Background: an optimization exercise with open tools, aiming at small area and a short achievable clock period. Do not read the settings as production practice.
The RTL was checked by simulation tests, not by an equivalence proof against the original design.
Power figures rest on the tool's default switching activity, not on a simulated workload.

== old ==
==> flow/design.v <==
package dlx_pkg;
   localparam int DATA_W   = 32;
   localparam int REG_AW   = 5;
   localparam int NUM_REGS = 32;
   localparam int OP_W     = 6;
   localparam logic [OP_W-1:0] OP_RTYPE = 6'h00;
   localparam logic [OP_W-1:0] OP_J     = 6'h02;
   localparam logic [OP_W-1:0] OP_JAL   = 6'h03;
   localparam logic [OP_W-1:0] OP_BEQZ  = 6'h04;
   localparam logic [OP_W-1:0] OP_BNEZ  = 6'h05;
   localparam logic [OP_W-1:0] OP_LW    = 6'h23;
   localparam logic [DATA_W-1:0] NOP      = 32'h0000_0000;
   localparam logic [REG_AW-1:0] LINK_REG = 5'd31;
   typedef struct packed {
      logic [DATA_W-1:0] pc_4;
      logic [DATA_W-1:0] instr;
      logic              valid;
   } ifid_t;
   typedef enum logic [1:0] {
      CLS_R = 2'd0,
      CLS_I = 2'd1,
      CLS_J = 2'd2
   } instr_class_e;
   function automatic logic [1:0] classify(input logic [OP_W-1:0] op);
      case (op)
         OP_RTYPE:      classify = CLS_R;
         OP_J, OP_JAL:  classify = CLS_J;
         default:       classify = CLS_I;
      endcase
   endfunction
   function automatic logic [DATA_W-1:0] sext16(input logic [15:0] v);
      sext16 = {{16{v[15]}}, v};
   endfunction
   function automatic logic [DATA_W-1:0] sext26(input logic [25:0] v);
      sext26 = {{6{v[25]}}, v};
   endfunction
endpackage
import dlx_pkg::*;
module reg_file
(
   input  logic              clk_i,
   input  logic              rst_i,
   input  logic              we_i,
   input  logic [REG_AW-1:0] waddr_i,
   input  logic [DATA_W-1:0] wdata_i,
   input  logic [REG_AW-1:0] raddr1_i,
   input  logic [REG_AW-1:0] raddr2_i,
   output logic [DATA_W-1:0] rdata1_o,
   output logic [DATA_W-1:0] rdata2_o
);
   logic [DATA_W-1:0] regs_q [NUM_REGS];
   always_ff @(posedge clk_i) begin
      if (rst_i) begin
         for (int i = 0; i < NUM_REGS; i++) begin
            regs_q[i] <= '0;
         end
      end else if (we_i && (waddr_i != '0)) begin
         regs_q[waddr_i] <= wdata_i;
      end
   end
   always_comb begin
      rdata1_o = (raddr1_i == '0) ? '0 : regs_q[raddr1_i];
      rdata2_o = (raddr2_i == '0) ? '0 : regs_q[raddr2_i];
   end
endmodule
import dlx_pkg::*;
module id_stage
(
   input  logic              clk,
   input  logic              reset,
   input  logic [DATA_W-1:0] add_pc_4_in,
   input  logic [DATA_W-1:0] instruction_in,
   input  logic              wb_reg_write,
   input  logic [REG_AW-1:0] wb_rd,
   input  logic [DATA_W-1:0] wb_data,
   input  logic              ex_mem_read,
   input  logic [REG_AW-1:0] ex_rd,
   output logic [DATA_W-1:0] add_out,
   output logic              mux_pcsrc_out,
   output logic              pc_write_en,
   output logic              id_valid,
   output logic [OP_W-1:0]   id_opcode,
   output logic [REG_AW-1:0] id_rs1,
   output logic [REG_AW-1:0] id_rs2,
   output logic [REG_AW-1:0] id_rd,
   output logic [DATA_W-1:0] id_pc_4,
   output logic [DATA_W-1:0] id_rs1_data,
   output logic [DATA_W-1:0] id_rs2_data,
   output logic [DATA_W-1:0] id_imm
);
   dlx_pkg::ifid_t ifid_q;
   dlx_pkg::ifid_t ifid_d;
   logic [1:0]        cls;
   logic [OP_W-1:0]   opcode;
   logic [REG_AW-1:0] rs1, rs2, rd_r;
   logic              uses_rs1, uses_rs2;
   logic              load_hazard, wb_hazard, stall;
   logic              cond_taken, taken;
   logic [DATA_W-1:0] rs1_data, rs2_data;
   logic [DATA_W-1:0] imm;
   always_ff @(posedge clk) begin
      if (reset) begin
         ifid_q.pc_4  <= '0;
         ifid_q.instr <= NOP;
         ifid_q.valid <= 1'b0;
      end else begin
         ifid_q <= ifid_d;
      end
   end
   always_comb begin
      ifid_d = ifid_q;
      if (stall) begin
         ifid_d = ifid_q;
      end else if (taken) begin
         ifid_d.pc_4  = add_pc_4_in;
         ifid_d.instr = NOP;
         ifid_d.valid = 1'b0;
      end else begin
         ifid_d.pc_4  = add_pc_4_in;
         ifid_d.instr = instruction_in;
         ifid_d.valid = 1'b1;
      end
   end
   assign opcode = ifid_q.instr[31:26];
   assign rs1    = ifid_q.instr[25:21];
   assign rs2    = ifid_q.instr[20:16];
   assign rd_r   = ifid_q.instr[15:11];
   assign cls    = dlx_pkg::classify(opcode);
   assign uses_rs1 = (cls != CLS_J);
   assign uses_rs2 = (cls == CLS_R);
   reg_file u_reg_file (
      .clk_i    (clk),
      .rst_i    (reset),
      .we_i     (wb_reg_write),
      .waddr_i  (wb_rd),
      .wdata_i  (wb_data),
      .raddr1_i (rs1),
      .raddr2_i (rs2),
      .rdata1_o (rs1_data),
      .rdata2_o (rs2_data)
   );
   assign load_hazard = ex_mem_read && (ex_rd != '0) &&
                        ((uses_rs1 && (ex_rd == rs1)) ||
                         (uses_rs2 && (ex_rd == rs2)));
   assign wb_hazard = wb_reg_write && (wb_rd != '0) &&
                      ((uses_rs1 && (wb_rd == rs1)) ||
                       (uses_rs2 && (wb_rd == rs2)));
   assign stall = ifid_q.valid && (load_hazard || wb_hazard);
   always_comb begin
      case (opcode)
         OP_BEQZ:      cond_taken = (rs1_data == '0);
         OP_BNEZ:      cond_taken = (rs1_data != '0);
         OP_J, OP_JAL: cond_taken = 1'b1;
         default:      cond_taken = 1'b0;
      endcase
   end
   assign taken = ifid_q.valid && !stall && cond_taken;
   always_comb begin
      case (opcode)
         OP_RTYPE:              id_rd = rd_r;
         OP_JAL:                id_rd = LINK_REG;
         OP_J, OP_BEQZ, OP_BNEZ: id_rd = '0;
         default:               id_rd = rs2;
      endcase
   end
   assign imm = (cls == CLS_J) ? dlx_pkg::sext26(ifid_q.instr[25:0])
                               : dlx_pkg::sext16(ifid_q.instr[15:0]);
   assign add_out       = ifid_q.pc_4 + imm;
   assign mux_pcsrc_out = taken;
   assign pc_write_en   = reset || !stall;
   assign id_valid      = ifid_q.valid && !stall;
   assign id_opcode     = opcode;
   assign id_rs1        = rs1;
   assign id_rs2        = rs2;
   assign id_pc_4       = ifid_q.pc_4;
   assign id_rs1_data   = rs1_data;
   assign id_rs2_data   = rs2_data;
   assign id_imm        = imm;
endmodule
clock: 5.8 ns
lec_check: 0
cap_margin: 20
core_margin: 2
core_utilization: 40
setup_slack_margin: 0.15
slew_margin: 20
run.sh (not shown) runs the stock make flow with config.mk's settings and CLKGATE_MAP_FILE= SYNTH_SCRIPT=/design/flow/synth_recipe.tcl, a recipe that flattens the netlist after the stock synthesis.
For new, these inputs were changed with respect to old:
--- a/flow/design.v
+++ b/flow/design.v
@@ -45,24 +45,46 @@
    input  logic [DATA_W-1:0] wdata_i,
    input  logic [REG_AW-1:0] raddr1_i,
    input  logic [REG_AW-1:0] raddr2_i,
    output logic [DATA_W-1:0] rdata1_o,
-   output logic [DATA_W-1:0] rdata2_o
+   output logic [DATA_W-1:0] rdata2_o,
+   output logic              nz1_o
 );
-   logic [DATA_W-1:0] regs_q [NUM_REGS];
+   logic [DATA_W-1:0] regs_q [1:NUM_REGS-1];
+   logic [NUM_REGS-1:1] nz_q;
+   logic [NUM_REGS-1:1] wen, sel1, sel2;
+   logic                wdata_nz;
+   assign wdata_nz = |wdata_i;
+   always_comb begin
+      for (int i = 1; i < NUM_REGS; i++) begin
+         wen[i] = we_i && (waddr_i == i[REG_AW-1:0]);
+      end
+   end
+   always_ff @(posedge clk_i) begin
+      for (int i = 1; i < NUM_REGS; i++) begin
+         regs_q[i] <= (wdata_i & {DATA_W{wen[i]}}) | (regs_q[i] & {DATA_W{!wen[i]}});
+      end
+   end
    always_ff @(posedge clk_i) begin
       if (rst_i) begin
-         for (int i = 0; i < NUM_REGS; i++) begin
-            regs_q[i] <= '0;
+         nz_q <= '0;
+      end else begin
+         for (int i = 1; i < NUM_REGS; i++) begin
+            if (wen[i]) nz_q[i] <= wdata_nz;
          end
-      end else if (we_i && (waddr_i != '0)) begin
-         regs_q[waddr_i] <= wdata_i;
-      end
-   end
-   always_comb begin
-      rdata1_o = (raddr1_i == '0) ? '0 : regs_q[raddr1_i];
-      rdata2_o = (raddr2_i == '0) ? '0 : regs_q[raddr2_i];
-   end
+      end
+   end
+   always_comb begin
+      rdata1_o = '0;
+      rdata2_o = '0;
+      for (int i = 1; i < NUM_REGS; i++) begin
+         sel1[i] = nz_q[i] && (raddr1_i == i[REG_AW-1:0]);
+         sel2[i] = nz_q[i] && (raddr2_i == i[REG_AW-1:0]);
+         rdata1_o = rdata1_o | (regs_q[i] & {DATA_W{sel1[i]}});
+         rdata2_o = rdata2_o | (regs_q[i] & {DATA_W{sel2[i]}});
+      end
+   end
+   assign nz1_o = |sel1;
 endmodule
 import dlx_pkg::*;
 module id_stage
 (
@@ -96,8 +118,9 @@
    logic              uses_rs1, uses_rs2;
    logic              load_hazard, wb_hazard, stall;
    logic              cond_taken, taken;
    logic [DATA_W-1:0] rs1_data, rs2_data;
+   logic              rs1_nz;
    logic [DATA_W-1:0] imm;
    always_ff @(posedge clk) begin
       if (reset) begin
          ifid_q.pc_4  <= '0;
@@ -136,9 +159,10 @@
       .wdata_i  (wb_data),
       .raddr1_i (rs1),
       .raddr2_i (rs2),
       .rdata1_o (rs1_data),
-      .rdata2_o (rs2_data)
+      .rdata2_o (rs2_data),
+      .nz1_o    (rs1_nz)
    );
    assign load_hazard = ex_mem_read && (ex_rd != '0) &&
                         ((uses_rs1 && (ex_rd == rs1)) ||
                          (uses_rs2 && (ex_rd == rs2)));
@@ -147,10 +171,10 @@
                        (uses_rs2 && (wb_rd == rs2)));
    assign stall = ifid_q.valid && (load_hazard || wb_hazard);
    always_comb begin
       case (opcode)
-         OP_BEQZ:      cond_taken = (rs1_data == '0);
-         OP_BNEZ:      cond_taken = (rs1_data != '0);
+         OP_BEQZ:      cond_taken = !rs1_nz;
+         OP_BNEZ:      cond_taken = rs1_nz;
          OP_J, OP_JAL: cond_taken = 1'b1;
          default:      cond_taken = 1'b0;
       endcase
    end
Findings:
Compared with old, in new flip-flop and latch count now smaller, cell count of the worst reg-to-reg path decreased by 4 relative to the old numbers. The critical path's largest stage delay in new was higher than what old gave. new against old: worst setup slack increased by 0.093 ns relative to the old numbers, die area now sits lower, total net switching power shows a reduction of 47%. new vs old — layout overhead on the synthesized area rose 0.85 points. Global-route wire length before repair, new vs old: down by a few percent.

==> separate check: timing with driven ports <==
How much do the figures lean on ideal ports? The routed layouts below were timed once more, with nothing changed but the port constraints. Step 1 sets driving cells, clkbuf_16 on the clock port and buf_2 on the other inputs (assumed; they add their load-dependent delay and slew). Step 2 adds t to the input delays and takes it off the output delays; t is the mean of the earliest and latest rising clock arrival at the registers after step 1. Input paths then give back, and output paths get back, about the clock's delay inside the block. Three values: no drivers, after step 1, after step 2; two values: the first two.
run	t (ns)	setup WS [ns]	worst setup path after step 2
old	0.841	0.028 / -0.058 / 0.705	input to output
new	0.794	0.121 / 0.044 / 0.735	input to output
After both steps every run listed still meets setup and hold.
